From an optimization exercise on the open Yosys and OpenROAD flow, aimed at a short achievable clock period and few clock cycles per item; shortcuts taken in it are not production practice.
Power is estimated from default activity; no workload was simulated.

== the reference run ==
## sp_top
module sp_top (
	input  wire logic          clk,
	input  wire logic          rst_n,
	input  wire logic          in_valid,
	input  wire sp_pkg::elem_t in_data,
	input  wire sp_pkg::mode_t in_mode,
	output logic               out_valid,
	output sp_pkg::elem_t      out_data
);
Size in the first run: roughly 4000 cells after synthesis, ~440 flip-flops, ~24 I/O pins.
Settings: LEC_CHECK=0, CAP_MARGIN=30, CORE_MARGIN=2, CORE_UTILIZATION=30, PLACE_DENSITY=0.45, SLEW_MARGIN=30; clock period 10.0 ns.
standard.sh (not shown) runs the stock make flow with config.mk's settings and CLKGATE_MAP_FILE= SYNTH_SCRIPT=/design/flow/synth_recipe.tcl, a recipe that flattens the netlist after the stock synthesis.
==> flow/flow/run.sh <==
#!/bin/bash
# Standard layout, with timing repair aimed well below the clock period
# and plain buffers on the ports
set -euo pipefail
bash standard.sh SETUP_SLACK_MARGIN=7.2 "BUFFER_PORTS_ARGS=-buffer_cell sky130_fd_sc_hd__buf_4" finish > standard.log 2>&1
#### Input delta (the trial run over the reference run)
diff --git a/flow/design.v b/flow/design.v
--- a/flow/design.v
+++ b/flow/design.v
@@ -578,107 +578,101 @@
 		tq3 <= tq2;
 		k4  <= k3;
 		p4  <= sp_pkg::mod3(tp3);
 		if (v3) begin
 			r[k3] <= mode[1] ? sp_pkg::mod3(tp3) : sp_pkg::mod4(tq3);
 		end
 		if (v4) begin
 			r3[k4] <= 9'(sp_pkg::add9(p4, 9'd3, 1'b0));
 		end
 	end
 	logic       armed;
-	logic       f2;
-	logic       f2d;
-	logic       f3a;
-	logic       f3;
+	logic       fs;
+	logic       fsd;
 	logic       busy;
 	logic [5:0] oc;
 	logic [8:0] nx;
-	logic       lt_xs;
-	logic       lt_xb;
+	logic       lt_is;
+	logic       lt_ib;
 	logic       lt_bs;
 	logic       lt_b1;
 	logic       lt_b2;
-	logic [8:0] e0_x;
+	logic [8:0] e0_i;
 	logic [8:0] e0_b;
 	logic [8:0] e0_s;
 	logic [8:0] e0_rest;
-	logic [8:0] e0_m2;
+	logic [8:0] e0_sort;
 	logic [8:0] e1_s0;
 	logic [8:0] e1_s1;
 	logic [8:0] e1_b;
 	logic [8:0] e1_ins;
 	logic [8:0] e2_s1;
 	logic [8:0] e2_s2;
 	logic [8:0] e2_b;
 	logic [8:0] e2_ins;
 	logic [5:0][8:0] e_gen;
 	logic [8:0] e_ahead;
 	logic [8:0] d_idle;
 	logic [8:0] d_arm;
 	logic [8:0] n_idle;
-	assign lt_xs   = sp_pkg::lt9(x, s[0]);
-	assign lt_xb   = !v2 || sp_pkg::lt9(x, bc);
+	assign lt_is   = sp_pkg::lt9(bi, s[0]);
+	assign lt_ib   = !v2 || sp_pkg::lt9(bi, bc);
 	assign lt_bs   = v2 && sp_pkg::lt9(bc, s[0]);
-	assign e0_x    = sp_pkg::addmod3(r[0], r3[0], x);
+	assign e0_i    = sp_pkg::addmod3(r[0], r3[0], bi);
 	assign e0_b    = sp_pkg::addmod3(r[0], r3[0], bc);
 	assign e0_s    = sp_pkg::addmod3(r[0], r3[0], s[0]);
-	assign e0_m2   = (lt_xs && lt_xb) ? e0_x : e0_rest;
 	assign e0_rest = lt_bs ? e0_b : e0_s;
+	assign e0_sort = (lt_is && lt_ib) ? e0_i : e0_rest;
 	assign lt_b1   = sp_pkg::lt9(bc, s[1]);
 	assign e1_s0   = sp_pkg::addmod3(r[1], r3[1], s[0]);
 	assign e1_s1   = sp_pkg::addmod3(r[1], r3[1], s[1]);
 	assign e1_b    = sp_pkg::addmod3(r[1], r3[1], bc);
 	assign e1_ins  = lt_b1 ? (lt_bs ? e1_s0 : e1_b) : e1_s1;
 	assign lt_b2   = sp_pkg::lt9(bc, s[2]);
 	assign e2_s1   = sp_pkg::addmod3(r[2], r3[2], s[1]);
 	assign e2_s2   = sp_pkg::addmod3(r[2], r3[2], s[2]);
 	assign e2_b    = sp_pkg::addmod3(r[2], r3[2], bc);
 	assign e2_ins  = lt_b2 ? (lt_b1 ? e2_s1 : e2_b) : e2_s2;
 	always_comb begin
 		e_gen[0] = '0;
 		e_gen[1] = '0;
 		for (int j = 2; j < 6; j++) begin
 			e_gen[j] = mode[1] ? sp_pkg::addmod3(r[j], r3[j], s[j]) : r[j];
 		end
 		e_ahead = '0;
 		for (int j = 1; j < 5; j++) begin
 			e_ahead = e_ahead | (e_gen[j+1] & {9{oc[j]}});
 		end
 	end
 	assign d_arm  = armed ? r[0] : '0;
-	assign d_idle = f2 ? e0_m2 : (f3 ? e0_rest : (f2d ? e1_ins : (busy ? nx : '0)));
-	assign n_idle = f3 ? e1_ins : (f2d ? e2_ins : e_ahead);
+	assign d_idle = fs ? e0_sort : (fsd ? e1_ins : (busy ? nx : '0));
+	assign n_idle = fsd ? e2_ins : e_ahead;
 	always_ff @(posedge clk or negedge rst_n) begin
 		if (!rst_n) begin
 			out_valid <= 1'b0;
 			out_data  <= '0;
 			busy      <= 1'b0;
 			oc        <= '0;
 			armed     <= 1'b0;
-			f2        <= 1'b0;
-			f2d       <= 1'b0;
-			f3a       <= 1'b0;
-			f3        <= 1'b0;
+			fs        <= 1'b0;
+			fsd       <= 1'b0;
 		end else begin
 			armed     <= (in_valid ? idx == 3'd4 : idx == 3'd5) && !mode[1];
-			f2        <= in_valid && idx == 3'd5 && mode == 2'b10;
-			f2d       <= f2;
-			f3a       <= in_valid && idx == 3'd5 && mode == 2'b11;
-			f3        <= f3a;
-			out_valid <= in_valid ? armed : (f2 || f3 || busy);
+			fs        <= in_valid && idx == 3'd5 && mode[1];
+			fsd       <= fs;
+			out_valid <= in_valid ? armed : (fs || busy);
 			out_data  <= in_valid ? d_arm : d_idle;
 			if (in_valid) begin
 				busy <= armed;
 				oc   <= armed ? 6'b000010 : '0;
-			end else if (f2 || f3) begin
+			end else if (fs) begin
 				busy <= 1'b1;
 				oc   <= 6'b000010;
 			end else if (busy) begin
 				oc   <= {oc[4:0], 1'b0};
 				busy <= !oc[5];
 			end else begin
 				oc   <= '0;
 			end
 		end
 	end
 	always_ff @(posedge clk) begin
Notes after the runs:
- Higher synthesized-area fraction occupied by xor and xnor cells among the trial run and the reference run: the trial run
- Share of final-layout standard cells stronger than drive strength 1 | the trial run below the reference run
- Between the trial run and the reference run, the difference in area of placed instances is negligible.
- Going from the reference run to the trial run, minimum setup slack in the final design shrank by 630 ps; count of clock-buffer cells in the layout shrank by 5; share of the clock period used by the worst path after layout grew by 6.3 points; global-route usage shrank by 0.91 points.
- The trial run and the reference run ended up with roughly the same clock share of power.
- For wire length on met1, the trial run and the reference run come out practically identical.
- Compared with the reference run, the trial run shows total leakage power that has gone down by a few percent.
- Summary of the trial run over the reference run: minimum clock period rose 630 ps; power fell 1800 µW; unique cell type count in the Yosys netlist rose 8.
- Proportion of power drawn by combinational gates: lower on the trial run
No run of this note included a check of the RTL's function; only the layout flow was run.

-- afterwards: timing with drivers on the ports --
The results above use ideal ports. As a check the final layouts listed here were re-extracted and re-timed, cells and wires unchanged.
Step 1: set_driving_cell puts a clkbuf_16 on clk and a buf_2 on each other input, an assumption about the parent block.
Step 2 also shifts input and output timing later by t, the mid clock arrival at the registers, as if the neighbouring blocks saw the same clock.
a / b / c = ideal ports / drivers / drivers and shift; a / b = the first two.
run	t (ns)	setup WS [ns]	worst setup path at the end
the reference run	0.756	6.816 / 6.740 / 6.165	input to register
the trial run	0.761	6.184 / 6.184 / 5.917	input to register
After both steps every run listed still meets setup and hold. The setup slack of the reference run, which loses most, moves by -0.076 ns with the drivers and by -0.651 ns with both steps.
